What follows belongs to an exercise in optimizing a design on an open flow for small area, a short achievable clock period and few clock cycles per item; a production flow would make more cautious choices. Where RTL was checked, it was by simulation tests only, not by an equivalence proof against the original. Power is estimated from default activity; no workload was simulated.

Design prefix_add_unit, start of the top module:
module prefix_add_unit (
  input  logic         clk_i,
  input  logic         rst_i,
  input  logic         flush_i,
  input  logic         req_valid_i,
  output logic         req_ready_o,
  input  logic [255:0] req_a_i,
  input  logic [255:0] req_b_i,
  input  logic         req_sub_i,
  input  logic         req_cin_i,
  output logic         resp_valid_o,
  input  logic         resp_ready_i,
  output logic [255:0] resp_sum_o,
  output logic         resp_cout_o,
  output logic         resp_ovf_o,
  output logic         busy_o
);
Settings: LEC_CHECK=0, CAP_MARGIN=20, CORE_ASPECT_RATIO=0.33, CORE_MARGIN=2, CORE_UTILIZATION=45, SETUP_SLACK_MARGIN=1.9, SLEW_MARGIN=20, SYNTH_HIERARCHICAL=1, SYNTH_MINIMUM_KEEP_SIZE=0, BUFFER_PORTS_ARGS=-buffer_cell sky130_fd_sc_hd__buf_1; clock period 5.5 ns.
standard.sh (not shown) runs the stock make flow with config.mk's settings and CLKGATE_MAP_FILE= SYNTH_SCRIPT=/design/flow/synth_recipe.tcl, a recipe that flattens the netlist after the stock synthesis.
==> flow/flow/run.sh <==
#!/bin/bash
# Standard ORFS layout, except that the port buffers are the smallest
# buffer cell (buf_1) instead of the cell buffer_ports picks by default,
# and ABC sizes the gates for a light load (1 fF instead of the platform's
# 5 fF), leaving upsizing to the timing repair that follows placement.
set -e
echo 'export BUFFER_PORTS_ARGS = -buffer_cell sky130_fd_sc_hd__buf_1' >> "$FLOW_CONFIG"
bash standard.sh ABC_LOAD_IN_FF=1 finish > standard.log 2>&1
Testbench counts at the start, summed over its fixed seeds: cycles 1,288, items 1,280.
==> next run, changes <==
==> flow/flow/run.sh (replaced) <==
#!/bin/bash
# Standard ORFS layout, except that the port buffers are the smallest
# buffer cell (buf_1) instead of the cell buffer_ports picks by default.
set -e
echo 'export BUFFER_PORTS_ARGS = -buffer_cell sky130_fd_sc_hd__buf_1' >> "$FLOW_CONFIG"
bash standard.sh > standard.log 2>&1
--- a/flow/config.mk
+++ b/flow/config.mk
@@ -11,3 +11,3 @@
 export CORE_UTILIZATION = 45
-export SETUP_SLACK_MARGIN = 1.9
+export SETUP_SLACK_MARGIN = 1.6
 export SLEW_MARGIN = 20
Outcome: Clock-buffer cell count rose by 5. Setup slack is worse by 0.11 ns. Critical path depth fell by 1. Utilization fell by 6.5 points. Design area fell by 5.7%. Total power fell by 3.9%. Maximum frequency fell by 2.9%. Routed wire length fell by 5.8%.
==> next run, changes <==
--- a/flow/config.mk
+++ b/flow/config.mk
@@ -11,3 +11,3 @@
 export CORE_UTILIZATION = 45
-export SETUP_SLACK_MARGIN = 1.6
+export SETUP_SLACK_MARGIN = 1.3
 export SLEW_MARGIN = 20
What happened: The new run completed without violations. Final area falls by 4.1%. Setup slack got worse by 0.29 ns. Total power falls by 3.3%.
==> next run, changes <==
--- a/flow/config.mk
+++ b/flow/config.mk
@@ -11,3 +11,3 @@
 export CORE_UTILIZATION = 45
-export SETUP_SLACK_MARGIN = 1.3
+export SETUP_SLACK_MARGIN = 1.9
 export SLEW_MARGIN = 20
Power rose by a little under a tenth.
Critical path depth stays the same.
Count of clock-buffer cells in the layout goes down by 1.
Die area does not change.
Worst setup slack improved by 0.44 ns.

Starting RTL as in the previous note.
// prefix_add_unit
module prefix_add_unit (
  input  logic         clk_i,
  input  logic         rst_i,
  input  logic         flush_i,
  input  logic         req_valid_i,
  output logic         req_ready_o,
  input  logic [255:0] req_a_i,
  input  logic [255:0] req_b_i,
  input  logic         req_sub_i,
  input  logic         req_cin_i,
  output logic         resp_valid_o,
  input  logic         resp_ready_i,
  output logic [255:0] resp_sum_o,
  output logic         resp_cout_o,
  output logic         resp_ovf_o,
  output logic         busy_o
);
  localparam int DATA_W = 256;
  logic              cin;
  logic [DATA_W-1:0] sum;
  logic              cout;
  logic              c_msb;
  logic              accept;
  logic              valid_q;
  logic [DATA_W-1:0] sum_q;
  logic              cout_q;
  logic              ovf_q;
  assign cin = req_sub_i | req_cin_i;
  prefix_slice_adder #(
    .SLICE_W (DATA_W)
  ) u_adder (
    .a     (req_a_i),
    .b     (req_b_i),
    .sub   (req_sub_i),
    .cin   (cin),
    .sum   (sum),
    .cout  (cout),
    .c_msb (c_msb)
  );
  assign req_ready_o = ~flush_i & (~valid_q | resp_ready_i);
  assign accept      = req_valid_i & req_ready_o;
  always_ff @(posedge clk_i) begin
    if (rst_i)        valid_q <= 1'b0;
    else if (accept)  valid_q <= 1'b1;
  ...
Settings: LEC_CHECK=0, ABC_AREA=1, CAP_MARGIN=20, CORE_ASPECT_RATIO=0.33, CORE_MARGIN=2, CORE_UTILIZATION=45, SETUP_SLACK_MARGIN=1.6, SLEW_MARGIN=20, SYNTH_HIERARCHICAL=1, SYNTH_MINIMUM_KEEP_SIZE=0, BUFFER_PORTS_ARGS=-buffer_cell sky130_fd_sc_hd__buf_1; clock period 5.5 ns.
==> flow/flow/run.sh <==
#!/bin/bash
# Standard ORFS layout, except that the port buffers are the smallest
# buffer cell (buf_1) instead of the cell buffer_ports picks by default.
set -e
echo 'export BUFFER_PORTS_ARGS = -buffer_cell sky130_fd_sc_hd__buf_1' >> "$FLOW_CONFIG"
bash standard.sh > standard.log 2>&1
Testbench counts at the start, summed over its fixed seeds: cycles 1,288, items 1,280.
Next try:
==> flow/flow/run.sh (replaced) <==
#!/bin/bash
# Standard ORFS layout, except that the port buffers are the smallest
# buffer cell (buf_1) instead of the cell buffer_ports picks by default,
# and ABC sizes the gates for a light load (1 fF instead of the platform's
# 5 fF), leaving upsizing to the timing repair that follows placement.
set -e
echo 'export BUFFER_PORTS_ARGS = -buffer_cell sky130_fd_sc_hd__buf_1' >> "$FLOW_CONFIG"
bash standard.sh ABC_LOAD_IN_FF=1 finish > standard.log 2>&1
ABC_AREA = unset   (was 1)
=>
- sequential power goes up by a little under a tenth
- sequential share of layout area goes up by 9.5 points
- setup slack gets better by 96 ps
- wire length goes down by well over a third
- clock skew goes down by 8.1 ps
- power goes down by a few percent
- synthesized area goes down by a quarter to a third
- cell count goes down by well over a third
Next try:
SETUP_SLACK_MARGIN = 1.3   (was 1.6)
Result:
- The new run finished clean
- non-clock buffer count went down by 23
- clock power went down by about 13%
- first-iteration DRC count went up by about 15%
- power went down by about 6%
- hold slack is better by 6.0 ps
- synthesized cell count does not change
- worst setup slack is worse by 230 ps

Another version of the RTL of prefix_add_unit (not shown whole).
Size: about 260 flip-flops, roughly 780 I/O pins.
// prefix_add_unit
module prefix_add_unit (
  input  logic         clk_i,
  input  logic         rst_i,
  input  logic         flush_i,
  input  logic         req_valid_i,
  output logic         req_ready_o,
  input  logic [255:0] req_a_i,
  input  logic [255:0] req_b_i,
  input  logic         req_sub_i,
  input  logic         req_cin_i,
  output logic         resp_valid_o,
  input  logic         resp_ready_i,
  output logic [255:0] resp_sum_o,
  output logic         resp_cout_o,
  output logic         resp_ovf_o,
  output logic         busy_o
);
  localparam int DATA_W = 256;
  logic              cin;
  logic [DATA_W-1:0] sum;
  logic              cout;
  logic              c_msb;
  logic              accept;
  logic              valid_q;
  logic [DATA_W-1:0] sum_q;
  logic              cout_q;
  logic              ovf_q;
  assign cin = req_sub_i | req_cin_i;
  prefix_slice_adder #(
    .SLICE_W (DATA_W)
  ) u_adder (
    .a     (req_a_i),
    .b     (req_b_i),
    .sub   (req_sub_i),
    .cin   (cin),
    .sum   (sum),
    .cout  (cout),
    .c_msb (c_msb)
  );
  assign req_ready_o = ~flush_i & (~valid_q | resp_ready_i);
  assign accept      = req_valid_i & req_ready_o;
  always_ff @(posedge clk_i) begin
    if (rst_i)        valid_q <= 1'b0;
    else if (accept)  valid_q <= 1'b1;
    else if (flush_i | resp_ready_i) valid_q <= 1'b0;
  end
  always_ff @(posedge clk_i) begin
    if (accept) begin
      sum_q  <= sum;
      cout_q <= cout;
      ovf_q  <= cout ^ c_msb;
    end
  end
  assign resp_valid_o = valid_q;
  assign busy_o       = valid_q;
  assign resp_sum_o   = sum_q;
  assign resp_cout_o  = cout_q;
  assign resp_ovf_o   = ovf_q;
endmodule
==> flow/config.mk <==
export PLATFORM = sky130hd
export DESIGN_NAME = prefix_add_unit
export DESIGN_NICKNAME = prefix_add_unit
export VERILOG_FILES = /design/flow/design.v
export SDC_FILE = /design/flow/constraint.sdc
export NUM_CORES = 4
export LEC_CHECK = 0
export CAP_MARGIN = 20
export CORE_MARGIN = 2
export CORE_UTILIZATION = 30
export SETUP_SLACK_MARGIN = 2.5
export SLEW_MARGIN = 20
export SYNTH_HIERARCHICAL = 1
export SYNTH_MINIMUM_KEEP_SIZE = 0
export BUFFER_PORTS_ARGS = -buffer_cell sky130_fd_sc_hd__buf_1
==> flow/constraint.sdc <==
create_clock -name core_clock -period 5.5 [get_ports {clk_i}]
set_input_delay 1.1000 -clock core_clock [delete_from_list [all_inputs] [get_ports {clk_i}]]
set_output_delay 1.1000 -clock core_clock [all_outputs]
set_load 0.01 [all_outputs]
==> flow/flow/run.sh <==
#!/bin/bash
# Standard ORFS layout, except that the port buffers are the smallest
# buffer cell (buf_1) instead of the cell buffer_ports picks by default.
set -e
echo 'export BUFFER_PORTS_ARGS = -buffer_cell sky130_fd_sc_hd__buf_1' >> "$FLOW_CONFIG"
bash standard.sh > standard.log 2>&1
Next try:
--- a/flow/config.mk
+++ b/flow/config.mk
@@ -9,5 +9,5 @@
 export CORE_MARGIN = 2
 export CORE_UTILIZATION = 30
-export SETUP_SLACK_MARGIN = 2.5
+export SETUP_SLACK_MARGIN = 1.5
 export SLEW_MARGIN = 20
 export SYNTH_HIERARCHICAL = 1
After rerunning: Total power goes down by about a fifth. Final cell count fell by a few percent. Die area does not change. Final area decreases by about a fifth. Sequential power barely changes. Synthesized area is unchanged. Via count decreases by a little under a tenth. Routed wire length fell by roughly a tenth. Global-route usage went down by 3.2 points.
No run of this note included a check of the RTL's function; only the layout flow was run.

prefix_add_unit, a different RTL version from the one above (not shown whole).
Size: roughly 780 I/O pins.
clock: 5.5 ns
lec_check: 0
cap_margin: 20
core_aspect_ratio: 0.33
core_margin: 2
core_utilization: 45
setup_slack_margin: 1.6
slew_margin: 20
synth_hierarchical: 1
synth_minimum_keep_size: 0
buffer_ports_args: -buffer_cell sky130_fd_sc_hd__buf_1
==> flow/flow/run.sh <==
#!/bin/bash
# Standard ORFS layout, except that the port buffers are the smallest
# buffer cell (buf_1) instead of the cell buffer_ports picks by default,
# and ABC sizes the gates for a light load (1 fF instead of the platform's
# 5 fF), leaving upsizing to the timing repair that follows placement.
set -e
echo 'export BUFFER_PORTS_ARGS = -buffer_cell sky130_fd_sc_hd__buf_1' >> "$FLOW_CONFIG"
bash standard.sh ABC_LOAD_IN_FF=1 finish > standard.log 2>&1
The first run ran to the end with no violations.
Testbench counts at the start, summed over its fixed seeds: cycles 1,288, items 1,280.
Next try:
==> flow/flow/run.sh (replaced) <==
#!/bin/bash
# Standard ORFS layout, except that the port buffers are the smallest
# buffer cell (buf_1) instead of the cell buffer_ports picks by default.
set -e
echo 'export BUFFER_PORTS_ARGS = -buffer_cell sky130_fd_sc_hd__buf_1' >> "$FLOW_CONFIG"
bash standard.sh > standard.log 2>&1
- CORE_ASPECT_RATIO: 0.33 -> unset
- CORE_UTILIZATION: 45 -> 30
- SETUP_SLACK_MARGIN: 1.6 -> 1.7
Result: Sequential power barely changes. Design area went up by 9.4%. Count of clock-buffer cells in the layout went up by 17. Global-route usage went down by 7.6 points.
Next try:
- PLACE_DENSITY: unset -> 0.8
- SETUP_SLACK_MARGIN: 1.7 -> 1.5
Result: Hold slack hardly moves. Via count goes up by 0.85%. Global-route usage goes up by 0.52 points. Sequential share of layout area goes up by 1.1 points. Final cell count goes down by 0.36%. Setup slack loses 0.20 ns. First-iteration DRC count goes down by 7.0%. Cell area goes down by 4.2%.
Next try:
- CORE_ASPECT_RATIO: unset -> 0.33
- CORE_UTILIZATION: 30 -> 45
- PLACE_DENSITY: 0.8 -> unset
- SETUP_SLACK_MARGIN: 1.5 -> 1.8
Non-clock buffer count grows by 33.
Design area grows by 4.8%.
Worst hold slack is worse by 0.0080 ns.

[re-timing with driven ports]
How much do the figures lean on ideal ports? The routed layouts below were timed once more, with nothing changed but the port constraints. Step 1 sets driving cells, clkbuf_16 on the clock port and buf_2 on the other inputs (assumed; they add their load-dependent delay and slew). Step 2 also shifts input and output timing later by t, the mid clock arrival at the registers, as if the neighbouring blocks saw the same clock. Three values: ideal, step 1, step 2; two values: the first two.
run	t, ns	setup WS [ns]	worst hold slack (ns)	worst setup path at the end	worst slew at a driven data input, ns
the first run of note 1	0.615	1.760 / 1.560 / 0.944	0.686 / 0.686 / 0.686	input to register	0.29
the second run of note 1	0.618	1.649 / 1.649 / 1.031	0.666 / 0.666 / 0.666	input to register	0.12
the third run of note 1	0.607	1.359 / 1.394 / 0.787	0.674 / 0.674 / 0.674	input to register	0.14
the fourth run of note 1	0.599	1.794 / 1.557 / 0.958	0.677 / 0.677 / 0.677	input to register	0.31
the first run of note 2	0.645	1.583 / 1.604 / 0.958	0.567 / 0.567 / 0.567	input to register	0.11
the second run of note 2	0.606	1.679 / 1.405 / 0.799	0.653 / 0.653 / 0.653	input to register	0.36
the third run of note 2	0.610	1.449 / 1.450 / 0.840	0.659 / 0.659 / 0.659	input to register	0.15
the first run of note 3	0.620	1.671 / 1.567 / 0.947	0.688 / 0.688 / 0.688	input to register	0.20
the second run of note 3	0.602	1.583 / 1.604 / 1.002	0.667 / 0.667 / 0.667	input to register	0.12
the first run of note 4	0.606	1.602 / 1.489 / 0.883	0.655 / 0.655 / 0.655	input to register	0.20
the second run of note 4	0.597	1.731 / 1.619 / 1.022	0.679 / 0.679 / 0.679	input to register	0.21
the third run of note 4	0.598	1.535 / 1.437 / 0.839	0.679 / 0.679 / 0.679	input to register	0.24
the fourth run of note 4	0.617	1.828 / 1.720 / 1.103	0.671 / 0.671 / 0.671	input to register	0.17
After both steps every run listed still meets setup and hold. The setup slack of the second run of note 2, which loses most, moves by -0.274 ns with the drivers and by -0.880 ns with both steps.
